Source: an optimization exercise on an open RTL-to-GDS flow (aim: small area and a short achievable clock period). Production flows keep margins and buffers that such runs may drop.

==> job 7672 <==
==> flow/design.v <==
module mdu_ctrl (
  input  logic        clk,
  input  logic        reset,
  input  logic [3:0]  op,
  input  logic        valid,
  input  logic        flush,
  input  logic [31:0] A,
  input  logic [31:0] B,
  output logic        start,
  output logic        busy,
  output logic [31:0] out,
  output logic [31:0] HI,
  output logic [31:0] LO
);
  localparam int W = 35;
  logic        busy_q;
  logic [3:0]  cnt_q;       
  logic        md_q;        
  logic        sg_q;        
  logic        nr_q;        
  logic        qp_q;        
  logic [31:0] hi_q, lo_q;
  logic [31:0] m_q;         
  logic [35:0] q_q;         
  logic [W-1:0] r_q;        
  wire is_mul = (op == 4'd1) | (op == 4'd2);
  wire is_div = (op == 4'd3) | (op == 4'd4);
  wire is_sg  = (op == 4'd1) | (op == 4'd3);
  wire accept = valid & ~flush & ~busy_q;
  assign start = accept & (is_mul | is_div);
  assign busy  = busy_q;
  assign HI    = hi_q;
  assign LO    = lo_q;
  always_comb begin
    out = 32'd0;
    if (op == 4'd7)      out = hi_q;
    else if (op == 4'd8) out = lo_q;
  end
  wire first = (cnt_q == 4'd0);
  wire c4    = (cnt_q == 4'd4);
  wire c9    = (cnt_q == 4'd9);
  wire mfix  = ~md_q & c4;                 
  wire dfix  =  md_q & c9;                 
  wire last  = md_q ? c9 : c4;
  wire dstep =  md_q & ~c9;
  wire sd    = sg_q & m_q[31];             
  wire nq    = md_q & (sd ^ nr_q);         
  wire dz    = (m_q == 32'd0);
  wire [W-1:0] mx = {{(W-32){sd}}, m_q};
  logic       tsel [4];
  logic       r0u, r0l;
  logic       one [4], two [4], bneg [4];
  logic       dbit [4];
  logic       inv0;
  logic [W-1:0] s [4];
  always_comb begin
    for (int i = 0; i < 4; i++) begin
      one[i] = 1'b0; two[i] = 1'b0; bneg[i] = 1'b0; dbit[i] = 1'b0;
      tsel[i] = 1'b0;
    end
    r0u = 1'b0; r0l = 1'b0; inv0 = 1'b0;
    if (~md_q) begin
      if (~c4) begin
        for (int i = 0; i < 4; i++) begin
          logic x0, x1, x2;
          x0 = (i == 0) ? qp_q : q_q[2*i-1];
          x1 = q_q[2*i];
          x2 = q_q[2*i+1];
          one[i]  = x1 ^ x0;
          two[i]  = (x2 & ~x1 & ~x0) | (~x2 & x1 & x0);
          bneg[i] = x2;
          tsel[i] = 1'b1;
        end
        tsel[0] = ~first;
      end else begin
        tsel[0] = 1'b1; one[0] = ~sg_q & qp_q;
        tsel[3] = 1'b1;
      end
    end else begin
      if (~c9) begin
        for (int i = 0; i < 4; i++) begin
          dbit[i] = q_q[35-i];
          one[i]  = 1'b1;
        end
        r0l = ~first;
      end else begin
        r0u = 1'b1; inv0 = nr_q;
        two[1] = r_q[32]; bneg[1] = r_q[32] & (sd ^ nr_q);
        tsel[3] = 1'b1;
      end
    end
  end
  logic sprev [4];
  assign sprev[0] = first ? 1'b0 : r_q[32];
  assign sprev[1] = s[0][32];
  assign sprev[2] = s[1][32];
  assign sprev[3] = s[2][32];
  genvar gi, gj;
  generate
    for (gi = 0; gi < 4; gi++) begin : g_row
      logic [W-1:0] prev, ain, xv;
      logic [W:0]   cy;
      logic         neg, ivt;
      if (gi == 0) begin : g_p0
        assign prev = r_q;
      end else begin : g_pn
        assign prev = s[gi-1];
      end
      assign neg = dstep ? ~(sprev[gi] ^ sd) : bneg[gi];
      assign ivt = (gi == 0) ? inv0 : 1'b0;
      for (gj = 0; gj < W; gj++) begin : g_bit
        wire t_in = prev[(gj + 2 < W) ? gj + 2 : W-1];
        wire l_in = (gj == 0) ? dbit[gi] : prev[(gj > 0) ? gj-1 : 0];
        wire a0;
        if (gi == 0) begin : g_r0
          assign a0 = r0u ? prev[gj] : tsel[0] ? t_in : (r0l | (gj == 0)) ? l_in : 1'b0;
        end else begin : g_rn
          assign a0 = tsel[gi] ? t_in : l_in;
        end
        assign ain[gj] = a0 ^ ivt;
        if (gj == 0) begin : g_x0
          assign xv[gj] = (one[gi] & mx[gj]) ^ neg;
        end else begin : g_xn
          assign xv[gj] = ((one[gi] & mx[gj]) | (two[gi] & mx[gj-1])) ^ neg;
        end
        assign s[gi][gj]  = ain[gj] ^ xv[gj] ^ cy[gj];
        assign cy[gj+1]   = (ain[gj] & xv[gj]) | (cy[gj] & (ain[gj] ^ xv[gj]));
      end
      assign cy[0] = neg | ivt;
    end
  endgenerate
  wire        a_n    = (op == 4'd3) & A[31];
  wire [31:0] ng_in  = busy_q ? q_q[31:0] : A;
  wire        ng_en  = busy_q ? nq : a_n;
  wire [31:0] ng_out = ng_en ? (~ng_in + 32'd1) : ng_in;
  wire [31:0] a_abs  = ng_out;
  wire [31:0] res_lo = ng_out;
  always_ff @(posedge clk) begin
    r_q <= s[3];
    if (~busy_q) begin
      cnt_q <= 4'd0;
      md_q  <= is_div;
      sg_q  <= is_sg;
      nr_q  <= a_n;
      qp_q  <= 1'b0;
      m_q   <= B;
      q_q   <= {4'd0, a_abs};
    end else begin
      cnt_q <= cnt_q + 4'd1;
      qp_q  <= q_q[7];
      q_q[35:32] <= q_q[31:28];
      if (~md_q)
        q_q[31:0] <= {s[3][1:0], s[2][1:0], s[1][1:0], s[0][1:0], q_q[31:8]};
      else
        q_q[31:0] <= {q_q[27:0], ~s[0][32], ~s[1][32], ~s[2][32], ~s[3][32]};
    end
  end
  wire wr_hi  = accept & (op == 4'd5);
  wire wr_lo  = accept & (op == 4'd6);
  wire commit = busy_q & last & ~(md_q & dz);
  wire [31:0] hi_d = ({32{wr_hi}} & A) | ({32{commit}} & s[3][31:0]) | ({32{~wr_hi & ~commit}} & hi_q);
  wire [31:0] lo_d = ({32{wr_lo}} & A) | ({32{commit}} & res_lo) | ({32{~wr_lo & ~commit}} & lo_q);
  always_ff @(posedge clk or negedge reset) begin
    if (!reset) begin
      busy_q <= 1'b0;
      hi_q   <= 32'd0;
      lo_q   <= 32'd0;
    end else begin
      busy_q <= busy_q ? ~last : start;
      hi_q   <= hi_d;
      lo_q   <= lo_d;
    end
  end
endmodule
==> flow/flow/run.sh <==
#!/bin/bash
# The standard ORFS layout with three changes:
#  - synthesis skips the quick ABC pass inside Yosys's synth command (SYNTH_ARGS=-noabc), so the
#    full adders are extracted from the written ripple-carry logic with clean carry chains;
#    registers and the final ABC mapping are unchanged;
#  - the ports get the smallest buffer;
#  - the clock tree uses no dummy loads.
set -euo pipefail
bash standard.sh \
  SYNTH_ARGS="-noabc" \
  BUFFER_PORTS_ARGS="-buffer_cell sky130_fd_sc_hd__buf_1" \
  CTS_ARGS="-sink_clustering_enable -repair_clock_nets -dont_use_dummy_load" \
  finish > standard_flow.log 2>&1
==> flow/standard.sh <==
#!/bin/bash
# synth_recipe.tcl (not shown) runs the flow's synth.tcl, then flattens the netlist and writes it again
# the make line also repeats each setting of config.mk as NAME=value (left out here)
make -C /OpenROAD-flow-scripts/flow DESIGN_CONFIG=/design/flow/config.mk WORK_HOME=/design/flow/orfs CLKGATE_MAP_FILE= SYNTH_SCRIPT=/design/flow/synth_recipe.tcl "${@:-finish}"
==> flow/config.mk <==
export PLATFORM = sky130hd
export DESIGN_NAME = mdu_ctrl
export DESIGN_NICKNAME = mdu_ctrl
export VERILOG_FILES = /design/flow/design.v
export SDC_FILE = /design/flow/constraint.sdc
export NUM_CORES = 4
export LEC_CHECK = 0
export CAP_MARGIN = 20
export CORE_MARGIN = 2
export CORE_UTILIZATION = 65
export SLEW_MARGIN = 20
==> flow/constraint.sdc <==
create_clock -name core_clock -period 150.0 [get_ports {clk}]
set_input_delay 30.0000 -clock core_clock [delete_from_list [all_inputs] [get_ports {clk}]]
set_output_delay 30.0000 -clock core_clock [all_outputs]
set_load 0.01 [all_outputs]
==> inputs of job 9482, as changes to job 7672 <==
==> flow/design.v, changed modules only <==
module mdu_ctrl (
  input  logic        clk,
  input  logic        reset,
  input  logic [3:0]  op,
  input  logic        valid,
  input  logic        flush,
  input  logic [31:0] A,
  input  logic [31:0] B,
  output logic        start,
  output logic        busy,
  output logic [31:0] out,
  output logic [31:0] HI,
  output logic [31:0] LO
);
  localparam int W = 35;
  logic        busy_q;
  logic [3:0]  cnt_q;       
  logic        md_q;        
  logic        sg_q;        
  logic        nr_q;        
  logic        qp_q;        
  logic [31:0] hi_q, lo_q;
  logic [31:0] m_q;         
  logic [35:0] q_q;         
  logic [W-1:0] r_q;        
  wire is_mul = (op == 4'd1) | (op == 4'd2);
  wire is_div = (op == 4'd3) | (op == 4'd4);
  wire is_sg  = (op == 4'd1) | (op == 4'd3);
  wire accept = valid & ~flush & ~busy_q;
  assign start = accept & (is_mul | is_div);
  assign busy  = busy_q;
  assign HI    = hi_q;
  assign LO    = lo_q;
  always_comb begin
    out = 32'd0;
    if (op == 4'd7)      out = hi_q;
    else if (op == 4'd8) out = lo_q;
  end
  wire first = (cnt_q == 4'd0);
  wire c4    = (cnt_q == 4'd4);
  wire c9    = (cnt_q == 4'd9);
  wire mfix  = ~md_q & c4;                 
  wire dfix  =  md_q & c9;                 
  wire last  = md_q ? c9 : c4;
  wire dstep =  md_q & ~c9;
  wire sd    = sg_q & m_q[31];             
  wire nq    = md_q & (sd ^ nr_q);         
  wire dz    = (m_q == 32'd0);
  wire [W-1:0] mx = {{(W-32){sd}}, m_q};
  logic       tsel [4];
  logic       r0u, r0l;
  logic       one [4], two [4], bneg [4];
  logic       dbit [4];
  logic       inv1;
  logic [W-1:0] s [4];
  always_comb begin
    for (int i = 0; i < 4; i++) begin
      one[i] = 1'b0; two[i] = 1'b0; bneg[i] = 1'b0; dbit[i] = 1'b0;
      tsel[i] = 1'b0;
    end
    r0u = 1'b0; r0l = 1'b0; inv1 = 1'b0;
    if (~md_q) begin
      if (~c4) begin
        for (int i = 0; i < 4; i++) begin
          logic x0, x1, x2;
          x0 = (i == 0) ? qp_q : q_q[2*i-1];
          x1 = q_q[2*i];
          x2 = q_q[2*i+1];
          one[i]  = x1 ^ x0;
          two[i]  = (x2 & ~x1 & ~x0) | (~x2 & x1 & x0);
          bneg[i] = x2;
          tsel[i] = 1'b1;
        end
        tsel[0] = ~first;
      end else begin
        tsel[0] = 1'b1; one[0] = ~sg_q & qp_q;
        tsel[3] = 1'b1;
      end
    end else begin
      if (~c9) begin
        for (int i = 0; i < 4; i++) begin
          dbit[i] = q_q[35-i];
          one[i]  = 1'b1;
        end
        r0l = ~first;
      end else begin
        r0u = 1'b1; one[0] = r_q[32]; bneg[0] = r_q[32] & sd;
        inv1 = nr_q;
        tsel[3] = 1'b1;
      end
    end
  end
  logic sprev [4];
  assign sprev[0] = first ? 1'b0 : r_q[32];
  assign sprev[1] = s[0][32];
  assign sprev[2] = s[1][32];
  assign sprev[3] = s[2][32];
  genvar gi, gj;
  generate
    for (gi = 0; gi < 4; gi++) begin : g_row
      logic [W-1:0] prev, ain, xv;
      logic [W:0]   cy;
      logic         neg, ivt;
      if (gi == 0) begin : g_p0
        assign prev = r_q;
      end else begin : g_pn
        assign prev = s[gi-1];
      end
      assign neg = dstep ? ~(sprev[gi] ^ sd) : bneg[gi];
      assign ivt = (gi == 1) ? inv1 : 1'b0;
      for (gj = 0; gj < W; gj++) begin : g_bit
        wire t_in = prev[(gj + 2 < W) ? gj + 2 : W-1];
        wire l_in = (gj == 0) ? dbit[gi] : prev[(gj > 0) ? gj-1 : 0];
        wire a0;
        if (gi == 0) begin : g_r0
          assign a0 = r0u ? prev[gj] : tsel[0] ? t_in : (r0l | (gj == 0)) ? l_in : 1'b0;
        end else begin : g_rn
          assign a0 = tsel[gi] ? t_in : l_in;
        end
        assign ain[gj] = a0 ^ ivt;
        if (gj == 0) begin : g_x0
          assign xv[gj] = (one[gi] & mx[gj]) ^ neg;
        end else begin : g_xn
          assign xv[gj] = ((one[gi] & mx[gj]) | (two[gi] & mx[gj-1])) ^ neg;
        end
        assign s[gi][gj]  = ain[gj] ^ xv[gj] ^ cy[gj];
        assign cy[gj+1]   = (ain[gj] & xv[gj]) | (cy[gj] & (ain[gj] ^ xv[gj]));
      end
      assign cy[0] = neg | ivt;
    end
  endgenerate
  wire        a_n    = (op == 4'd3) & A[31];
  wire [31:0] a_abs  = a_n ? (~A + 32'd1) : A;
  wire [31:0] res_lo = nq ? (~q_q[31:0] + 32'd1) : q_q[31:0];
  always_ff @(posedge clk) begin
    r_q <= s[3];
    if (~busy_q) begin
      cnt_q <= 4'd0;
      md_q  <= is_div;
      sg_q  <= is_sg;
      nr_q  <= a_n;
      qp_q  <= 1'b0;
      m_q   <= B;
      q_q   <= {4'd0, a_abs};
    end else begin
      cnt_q <= cnt_q + 4'd1;
      qp_q  <= q_q[7];
      q_q[35:32] <= q_q[31:28];
      if (~md_q)
        q_q[31:0] <= {s[3][1:0], s[2][1:0], s[1][1:0], s[0][1:0], q_q[31:8]};
      else
        q_q[31:0] <= {q_q[27:0], ~s[0][32], ~s[1][32], ~s[2][32], ~s[3][32]};
    end
  end
  always_ff @(posedge clk or negedge reset) begin
    if (!reset) begin
      busy_q <= 1'b0;
      hi_q   <= 32'd0;
      lo_q   <= 32'd0;
    end else if (~busy_q) begin
      busy_q <= start;
      if (accept & (op == 4'd5)) hi_q <= A;
      if (accept & (op == 4'd6)) lo_q <= A;
    end else if (last) begin
      busy_q <= 1'b0;
      if (~(md_q & dz)) begin
        hi_q <= s[3][31:0];
        lo_q <= res_lo;
      end
    end
  end
endmodule
==> flow/flow/run.sh (replaced) <==
#!/bin/bash
# The standard ORFS layout, with the smallest buffer on the ports.
set -euo pipefail
bash standard.sh BUFFER_PORTS_ARGS="-buffer_cell sky130_fd_sc_hd__buf_1" finish > standard_flow.log 2>&1
CORE_UTILIZATION = 60   (was 65)
==> metrics.csv <==
metric,value,unit
outcome,finished clean,
met1 WL,18.6,mm
first-pass GRT wire length,74.7,mm
Crit Reg-Reg Startpoint,cnt_q[0],
Critical Path Slowest Stage Cell,nor2_4,
Critical Path Start Type,register,
"worst slack, placed",87.64,ns
Worst EP arrival,62.71,ns
row count,56,
non-clock buffer count,202,
"Core Util, Final",0.713,
DP Wirelength,33.8,mm
the above is filed under job 7672

==> metrics.csv <==
metric,value,unit
"worst slack, placed",88.73,ns
outcome,finished clean,
first-pass GRT wire length,76.7,mm
non-clock buffer count,197,
Crit Reg-Reg Startpoint,md_q,
Critical Path Start Type,input pin,
Worst EP arrival,31.28,ns
DP Wirelength,34.6,mm
row count,59,
the above is filed under job 9482

No run of this note included a check of the RTL's function; only the layout flow was run.

-- static timing again, ports no longer ideal --
In the flow no input, the clock included, has a driving cell. The finished layouts below were timed again as built, in two steps.
Step 1, drivers: a clkbuf_16 drives clk and a buf_2 each remaining input, both assumed.
Step 2, shift: input delay + t, output delay - t, t = (earliest + latest rising clock arrival at the registers) / 2. This alone moves slack from input paths to output paths.
Slacks: no drivers / after step 1 / after step 2; pairs: no drivers / after step 1.
| run | t, ns | slack for setup (ns) | worst data-port slew with drivers (ns) |
|---|---|---|---|
| job 7672 | 0.475 | 87.629 / 87.629 / 87.629 | 0.04 |
| job 9482 | 0.498 | 88.721 / 88.697 / 88.697 | 0.07 |
After both steps setup and hold are still met in every run listed. For job 9482, which loses most, drivers alone change the setup slack by -0.024 ns; drivers and shift together by -0.024 ns.
